From an optimization exercise on the open Yosys and OpenROAD flow, aimed at small area and few clock cycles; shortcuts taken in it are not production practice. The RTL was checked by simulation tests, not by an equivalence proof against the original design. No activity file was given, so power comes from the tool's default toggle rates.

**run.sh**
```bash
#!/bin/bash
# synth_recipe.tcl (not shown) runs the flow's synth.tcl, then flattens the netlist and writes it again
# the make line also repeats each setting of config.mk as NAME=value (left out here)
make -C /OpenROAD-flow-scripts/flow DESIGN_CONFIG=/design/flow/config.mk WORK_HOME=/design/flow/orfs CLKGATE_MAP_FILE= SYNTH_SCRIPT=/design/flow/synth_recipe.tcl finish
```
**config.mk**
```make
export PLATFORM = sky130hd
export DESIGN_NAME = cache
export DESIGN_NICKNAME = cache
export VERILOG_FILES = /design/flow/design.v
export SDC_FILE = /design/flow/constraint.sdc
export NUM_CORES = 4
export LEC_CHECK = 0
export CAP_MARGIN = 20
export CELL_PAD_IN_SITES_DETAIL_PLACEMENT = 1
export CELL_PAD_IN_SITES_GLOBAL_PLACEMENT = 1
export CORE_MARGIN = 2
export CORE_UTILIZATION = 30
export PLACE_DENSITY = 0.4
export SLEW_MARGIN = 20
```
**constraint.sdc**
```tcl
create_clock -name core_clock -period 12.0 [get_ports {clk}]
set_input_delay 2.4000 -clock core_clock [delete_from_list [all_inputs] [get_ports {clk}]]
set_output_delay 2.4000 -clock core_clock [all_outputs]
set_load 0.01 [all_outputs]
```
**design.v**
```verilog
`default_nettype none
package cache_geom_pkg;
    localparam int addr_bits = 32;
    localparam int offset_bits = 5;
    localparam int byte_sel_bits = 2;
    localparam int word_sel_bits = offset_bits - byte_sel_bits;
    localparam int num_ways = 2;
    localparam int way_bits = 1;
    localparam logic [way_bits-1:0] way_0 = 1'b0;
    localparam logic [way_bits-1:0] way_1 = 1'b1;
endpackage
`default_nettype wire
`default_nettype none
package pmem_bus_pkg;
    localparam int line_bits = 256;
    localparam int word_bits = 32;
    localparam int byte_bits = 8;
    localparam int be_bits = word_bits / byte_bits;
    localparam int words_per_line = line_bits / word_bits;
endpackage
`default_nettype wire
`timescale 1ns/1ns
`default_nettype none
module cache_control (
    input wire clk,
    input wire rst,
    input wire mem_read,
    input wire mem_write,
    input wire hit,
    input wire dirty,
    input wire pmem_resp,
    output logic load,
    output logic access_sel,
    output logic load_lru,
    output logic set_dirty,
    output logic clear_dirty,
    output logic address_sel,
    output logic pmem_read,
    output logic pmem_write,
    output logic mem_resp,
    output logic stall,
    output logic [31:0] miss_count
);
    localparam logic [1:0] idle = 2'd0;
    localparam logic [1:0] write_back = 2'd1;
    localparam logic [1:0] miss = 2'd2;
    localparam logic [1:0] buffer = 2'd3;
    logic [1:0] state;
    logic [1:0] next_state;
    logic [31:0] miss_count_next;
    logic request;
    assign request = mem_read || mem_write;
    always_ff @(posedge clk) begin
        if (rst) begin
            state <= idle;
            miss_count <= '0;
        end else begin
            state <= next_state;
            miss_count <= miss_count_next;
        end
    end
    always_comb begin
        load = 1'b0;
        access_sel = 1'b0;
        load_lru = 1'b0;
        set_dirty = 1'b0;
        clear_dirty = 1'b0;
        address_sel = 1'b0;
        pmem_read = 1'b0;
        pmem_write = 1'b0;
        mem_resp = 1'b0;
        stall = 1'b0;
        miss_count_next = miss_count;
        case (state)
            idle: begin
                if (request) begin
                    if (hit) begin
                        load_lru = 1'b1;
                        mem_resp = 1'b1;
                        if (mem_write) begin
                            load = 1'b1;
                            set_dirty = 1'b1;
                        end
                    end else begin
                        stall = 1'b1;
                        miss_count_next = miss_count + 32'd1;
                    end
                end
            end
            write_back: begin
                address_sel = 1'b1;
                pmem_write = 1'b1;
                stall = 1'b1;
            end
            miss: begin
                access_sel = 1'b1;
                pmem_read = 1'b1;
                stall = 1'b1;
                if (pmem_resp) begin
                    load = 1'b1;
                    clear_dirty = 1'b1;
                end
            end
            buffer: begin
                stall = 1'b1;
            end
            default: begin
                stall = 1'b1;
            end
        endcase
    end
    always_comb begin
        next_state = state;
        case (state)
            idle: begin
                if (request && !hit) begin
                    next_state = dirty ? write_back : miss;
                end
            end
            write_back: begin
                if (pmem_resp) begin
                    next_state = miss;
                end
            end
            miss: begin
                if (pmem_resp) begin
                    next_state = buffer;
                end
            end
            buffer: begin
                if (!pmem_resp) begin
                    next_state = idle;
                end
            end
            default: begin
                next_state = idle;
            end
        endcase
    end
endmodule
`default_nettype wire
`timescale 1ns/1ns
`default_nettype none
module cache_datapath #(
    parameter int s_index = 3
) (
    input wire clk,
    input wire rst,
    input wire [cache_geom_pkg::addr_bits-1:0] mem_address,
    input wire [pmem_bus_pkg::word_bits-1:0] mem_wdata,
    input wire [pmem_bus_pkg::be_bits-1:0] mem_byte_enable,
    input wire mem_write,
    input wire load,
    input wire access_sel,
    input wire load_lru,
    input wire set_dirty,
    input wire clear_dirty,
    input wire address_sel,
    input wire [pmem_bus_pkg::line_bits-1:0] pmem_rdata,
    output logic [pmem_bus_pkg::word_bits-1:0] mem_rdata,
    output logic [cache_geom_pkg::addr_bits-1:0] pmem_address,
    output logic [pmem_bus_pkg::line_bits-1:0] pmem_wdata,
    output logic hit,
    output logic dirty
);
    localparam int tag_bits = cache_geom_pkg::addr_bits - s_index - cache_geom_pkg::offset_bits;
    localparam int num_sets = 1 << s_index;
    localparam int num_ways = cache_geom_pkg::num_ways;
    localparam int way_bits = cache_geom_pkg::way_bits;
    localparam int line_bits = pmem_bus_pkg::line_bits;
    localparam int word_bits = pmem_bus_pkg::word_bits;
    localparam int byte_bits = pmem_bus_pkg::byte_bits;
    logic [tag_bits-1:0] tag;
    logic [s_index-1:0] index;
    logic [cache_geom_pkg::word_sel_bits-1:0] word_sel;
    logic [line_bits-1:0] data_array [num_ways][num_sets];
    logic [tag_bits-1:0] tag_array [num_ways][num_sets];
    logic [num_ways-1:0][num_sets-1:0] valid_q;
    logic [num_ways-1:0][num_sets-1:0] dirty_q;
    logic [num_sets-1:0] lru_q;
    logic [num_ways-1:0] way_hit;
    logic [way_bits-1:0] hit_way;
    logic [way_bits-1:0] victim;
    logic [way_bits-1:0] sel_way;
    logic [line_bits-1:0] line_cur;
    logic [line_bits-1:0] merged_line;
    logic [line_bits-1:0] new_line;
    logic [tag_bits-1:0] victim_tag;
    assign tag = mem_address[cache_geom_pkg::addr_bits-1 -: tag_bits];
    assign index = mem_address[cache_geom_pkg::offset_bits +: s_index];
    assign word_sel = mem_address[cache_geom_pkg::byte_sel_bits +: cache_geom_pkg::word_sel_bits];
    always_comb begin
        for (int w = 0; w < num_ways; w++) begin
            way_hit[w] = valid_q[w][index] && (tag_array[w][index] == tag);
        end
    end
    assign hit = |way_hit;
    assign hit_way = way_hit[1] ? cache_geom_pkg::way_1 : cache_geom_pkg::way_0;
    assign victim = lru_q[index];
    assign sel_way = hit ? hit_way : victim;
    assign dirty = valid_q[victim][index] && dirty_q[victim][index];
    assign line_cur = data_array[sel_way][index];
    assign mem_rdata = line_cur[word_sel*word_bits +: word_bits];
    always_comb begin
        merged_line = line_cur;
        for (int b = 0; b < pmem_bus_pkg::be_bits; b++) begin
            if (mem_write && mem_byte_enable[b]) begin
                merged_line[word_sel*word_bits + b*byte_bits +: byte_bits] =
                    mem_wdata[b*byte_bits +: byte_bits];
            end
        end
    end
    assign new_line = access_sel ? pmem_rdata : merged_line;
    assign victim_tag = tag_array[victim][index];
    assign pmem_wdata = data_array[victim][index];
    always_comb begin
        if (address_sel) begin
            pmem_address = {victim_tag, index, {cache_geom_pkg::offset_bits{1'b0}}};
        end else begin
            pmem_address = {tag, index, {cache_geom_pkg::offset_bits{1'b0}}};
        end
    end
    always_ff @(posedge clk) begin
        if (load) begin
            data_array[sel_way][index] <= new_line;
            tag_array[sel_way][index] <= tag;
        end
    end
    always_ff @(posedge clk) begin
        if (rst) begin
            valid_q <= '0;
            dirty_q <= '0;
            lru_q <= '0;
        end else begin
            if (load) begin
                valid_q[sel_way][index] <= 1'b1;
            end
            if (set_dirty) begin
                dirty_q[sel_way][index] <= 1'b1;
            end else if (clear_dirty) begin
                dirty_q[sel_way][index] <= 1'b0;
            end
            if (load_lru) begin
                if (sel_way == cache_geom_pkg::way_0) begin
                    lru_q[index] <= cache_geom_pkg::way_1;
                end else begin
                    lru_q[index] <= cache_geom_pkg::way_0;
                end
            end
        end
    end
endmodule
`default_nettype wire
`timescale 1ns/1ns
`default_nettype none
module cache #(
    parameter int s_index = 3
) (
    input wire clk,
    input wire rst,
    input wire mem_read,
    input wire mem_write,
    input wire [cache_geom_pkg::addr_bits-1:0] mem_address,
    input wire [pmem_bus_pkg::be_bits-1:0] mem_byte_enable,
    input wire [pmem_bus_pkg::word_bits-1:0] mem_wdata,
    output logic [pmem_bus_pkg::word_bits-1:0] mem_rdata,
    output logic mem_resp,
    output logic pmem_read,
    output logic pmem_write,
    output logic [cache_geom_pkg::addr_bits-1:0] pmem_address,
    output logic [pmem_bus_pkg::line_bits-1:0] pmem_wdata,
    input wire [pmem_bus_pkg::line_bits-1:0] pmem_rdata,
    input wire pmem_resp,
    output logic stall,
    output logic [31:0] miss_count
);
    logic load;
    logic access_sel;
    logic load_lru;
    logic set_dirty;
    logic clear_dirty;
    logic address_sel;
    logic hit;
    logic dirty;
    cache_control control_inst (
        .clk(clk),
        .rst(rst),
        .mem_read(mem_read),
        .mem_write(mem_write),
        .hit(hit),
        .dirty(dirty),
        .pmem_resp(pmem_resp),
        .load(load),
        .access_sel(access_sel),
        .load_lru(load_lru),
        .set_dirty(set_dirty),
        .clear_dirty(clear_dirty),
        .address_sel(address_sel),
        .pmem_read(pmem_read),
        .pmem_write(pmem_write),
        .mem_resp(mem_resp),
        .stall(stall),
        .miss_count(miss_count)
    );
    cache_datapath #(
        .s_index(s_index)
    ) datapath_inst (
        .clk(clk),
        .rst(rst),
        .mem_address(mem_address),
        .mem_wdata(mem_wdata),
        .mem_byte_enable(mem_byte_enable),
        .mem_write(mem_write),
        .load(load),
        .access_sel(access_sel),
        .load_lru(load_lru),
        .set_dirty(set_dirty),
        .clear_dirty(clear_dirty),
        .address_sel(address_sel),
        .pmem_rdata(pmem_rdata),
        .mem_rdata(mem_rdata),
        .pmem_address(pmem_address),
        .pmem_wdata(pmem_wdata),
        .hit(hit),
        .dirty(dirty)
    );
endmodule
`default_nettype wire
```
==> results.toml <==
[status]
status = "no timing/DRC/antenna violations"

[yosys]
yosysWarnings = 2
syn_area_um2 = 184000
ys_ff_latch = 4554
ys_seq_area_share_pct = 73.9
synthArstFlopShare_pct = 0
synth_flop_cell = "edfxtp_1"
synth_edf_count = 4480
avgSynthCellArea_um2 = 20.2
syn_inst = 9100
yosysUniqueCellTypes = 74

[hold_path]
hp-class = "reg -> reg"

[route]
drc = 0
ant_nets = 0
post_drt_wl_per_cell_um = 39.3
first_pass_iters = 5
drtIter0Drc = 9033
num_vias = 101000
vias_per_cell = 5.29
routed_wl_um = 748000

[timing]
tns_ns = 0
final.setup.worst_slack_ns = 0.522
hold_viol_final = 0
rsz0062_at_grt = "no"
fin_worst_skew_ns = 0.0471
fin_crit_ns = 11.48
fmax_mhz = 87.1
finalSetupViolations = 0
slew_violations = 0
fin_crit_sh_pct = 95.7
maxSlewHeadroom_pct = 15.7
worst_slew_pin_slew_ns = 1.23

[clocking]
cts_tree = "yes"
htree_levels = 6
insertion_delay_ns = 1.08
postCtsResizedCells = 0
cts-root-buf = "clkbuf_16"
clockBufferDepth = 4
clock_sinks = 4554
cts_buffers = 552
clk_transition_reported_paths_ns = 0.05
postCtsSetupRepairBufs = 0
hold_buffers = 0

[die]
rows = 287
core_area_um2 = 611000
die_w_um = 787
dieArea_um2 = 620000
start_util_pct = 30.1
die_y_um = 787
io-pin-count = 685

[critical_path]
crit_arrival_ns = 9.08
critPathKind = "in -> out"
cp-start-kind = "input port"
cp.required_ns = 9.60
r2r_slack_ns = 5.51
crit_path_max_fanout = 43
cp-end-kind = "output pin"

[finish]
instances_no_fill = 19000
drive_gt1_share_pct = 24.8
syn_to_final_growth_pct = 21.1
final_nets = 10900

[placement]
gp_congestion = 0.783
placed_cells = 18000
port_buffers = 677
place_ws_ns = 0.415
dpl.hpwl_um = 464000

[power_and_ir_drop]
irDropWorstVdd_v = 0.000140
swShare_pct = 24.7
pwr-share-comb_pct = 10.6
p_leak_nw = 75.0
p_sw_mw = 9.47
finalPower_mw = 38.4
powerDensity_nw_per_um2 = 172
clockPowerShare_pct = 41.3
seq_power_share_pct = 48.1
p_int_mw = 28.9

[grt]
grt_pass1_vias = 107000
grt_pass1_wl_um = 994000
grt_max_degree = 98
overflow = 0
antenna_found_initial = 63
grt.total_usage_pct = 23.6

[run]
cap_violations = 0
[flip-flops by register name, summed over array words and instances, names as in the netlist, named ones only]
name	cells
control_inst.state	2
datapath_inst.tag_array	384
control_inst.miss_count	32
datapath_inst.valid_q	16
datapath_inst.data_array	4096
[cell usage after synthesis (5+ instances only)]
library cell,number,area [um^2]
nor2_1,136,510
dfxtp_1,74,1480
mux2i_1,1120,11200
nor3_1,46,230
nand2_1,355,1330
nand3b_1,5,37.5
a22oi_1,268,2010
or3_1,13,81.3
buf_6,9,101
buf_2,146,731
inv_1,49,184
a22o_1,13,114
or4_1,9,67.6
nor4_1,38,238
o21a_1,10,75.1
nand4_1,18,113
xor2_1,10,87.6
mux4_2,1064,24000
buf_4,19,143
and2_1,6,37.5
clkbuf_1,262,983
a31oi_1,14,87.6
a21oi_1,73,365
nor2b_1,16,100
xnor2_1,36,315
o21ai_0,295,1480
and3_1,14,87.6
clkinv_1,6,22.5
nand3_1,53,265
o211ai_1,10,75.1
edfxtp_1,4480,135000
o31ai_1,17,128
buf_1,112,420
nor3b_1,6,45.0
a221oi_1,7,61.3
nand2b_1,6,37.5
o22ai_1,151,945
a211oi_1,5,37.5
mux2_2,50,563
ha_1,20,250
[power groups by stage]
stage                     logic, mW  clock network (mW)  registers (mW)
after detailed placement       4.12                   0            18.8
after floorplan                1.80                   0            18.9
after global placement         3.98                   0            18.8
after global routing           4.34                16.8            18.5
after CTS                      4.13                16.3            18.5
final                          4.06                15.9            18.5
[path summary, 6_finish.rpt]
| kind | from | endpoint | cells after the start |
|---|---|---|---|
| max | mem_address[7] | mem_rdata[11] | 17 |
| min | datapath_inst.valid_q[14] | datapath_inst.valid_q[14] | 2 |
| max reg2reg | datapath_inst.tag_array[7][20] | datapath_inst.data_array[8][70] | 14 |
| min reg2reg | datapath_inst.valid_q[14] | datapath_inst.valid_q[14] | 2 |
[worst max-delay path, stage by stage]
cell and delay [ns]:
buf_6 0.41, buf_4 0.35, mux4_2 0.33, mux2i_1 0.27
xnor2_1 0.25, nand3_1 0.17, nor3_1 0.52, nand4b_1 0.38
a21oi_4 0.77, buf_4 0.48, buf_12 0.28, buf_4 0.36
mux2i_1 0.73, o22ai_1 0.42, nor4_1 0.43, buf_4 0.24
buf_12 0.11
[layout make-up]
type / count / area [um^2]
Fill cell: 59300 / 388000
Inverter: 56 / 218
Timing Repair Buffer: 1401 / 13500
Sequential cell: 4554 / 136000
Tap cell: 8092 / 10100
Antenna cell: 45 / 113
Clock buffer: 702 / 14900
Multi-Input combinational cell: 3946 / 46100
Clock inverter: 250 / 1920
[routing by layer]
layer  global-route usage, %  wire (um)
met3                    3.30      34600
met5                       0        121
met4                    6.02      22800
met2                    40.3     369000
met1                    31.7     322000
[kinds of logic (layout without fill, tap and decap cells)]
group / after synthesis / count (layout) / synth area share, %
simple gates: 739 / 739 / 1.81
flops: 4554 / 4554 / 73.9
xor+xnor: 46 / 46 / 0.219
other cells: 1 / 50 / 0.00204
buf+inv: 604 / 2409 / 1.41
fa+ha+maj: 20 / 20 / 0.136
compound gates: 901 / 901 / 3.11
mux: 2235 / 2235 / 19.4
[through the flow]
stage                     instance area, um^2  util [%]  hold slack [ns]
after floorplan                        184000         -            0.429
after global placement                 206000      33.7            0.446
after detailed placement               206000      33.7            0.452
after CTS                              223000      36.4            0.466
after global routing                   223000      36.4            0.489
final                                  223000      36.5            0.467
[placed cells by master (no fill, tap or decap), types with 74 or more instances in the layout]
master	count
clkinv_1	133
o21ai_0	270
clkbuf_16	574
buf_12	113
mux4_2	1064
buf_4	643
nor2_1	110
nand2_1	345
a22oi_1	268
edfxtp_1	4480
clkdlybuf4s50_1	619
mux2i_1	1117
clkbuf_1	122
dfxtp_1	74
o22ai_1	136
Testbench counts, summed over its fixed seeds: cycles 47,101.

what the ideal ports hide:
How much do the figures lean on ideal ports? The routed layout below was timed once more, with nothing changed but the port constraints.
Step 1 (the two cells are an assumption about what drives the block):
set clk [get_ports {clk}]
set_driving_cell -lib_cell sky130_fd_sc_hd__clkbuf_16 $clk
set_driving_cell -lib_cell sky130_fd_sc_hd__buf_2 [delete_from_list [all_inputs] $clk]
Step 2 moves the port delays by t, midway between the first and last clock arrival at a register: inputs arrive t later, outputs are due t later. That takes back most of the time a late clock gives input paths.
a / b / c = ideal / step 1 / step 2; a / b = the first two.
t (ns): 1.185
slack for setup (ns): 0.522 / 0.461 / 0.461
hold WS [ns]: 0.467 / 0.467 / 0.467
latest minus earliest clock arrival (ns): 0.052 / 0.051
pins driven straight from the clock port: 1
After both steps this run still meets setup and hold. The setup slack of this run moves by -0.061 ns with the drivers and by -0.061 ns with both steps.
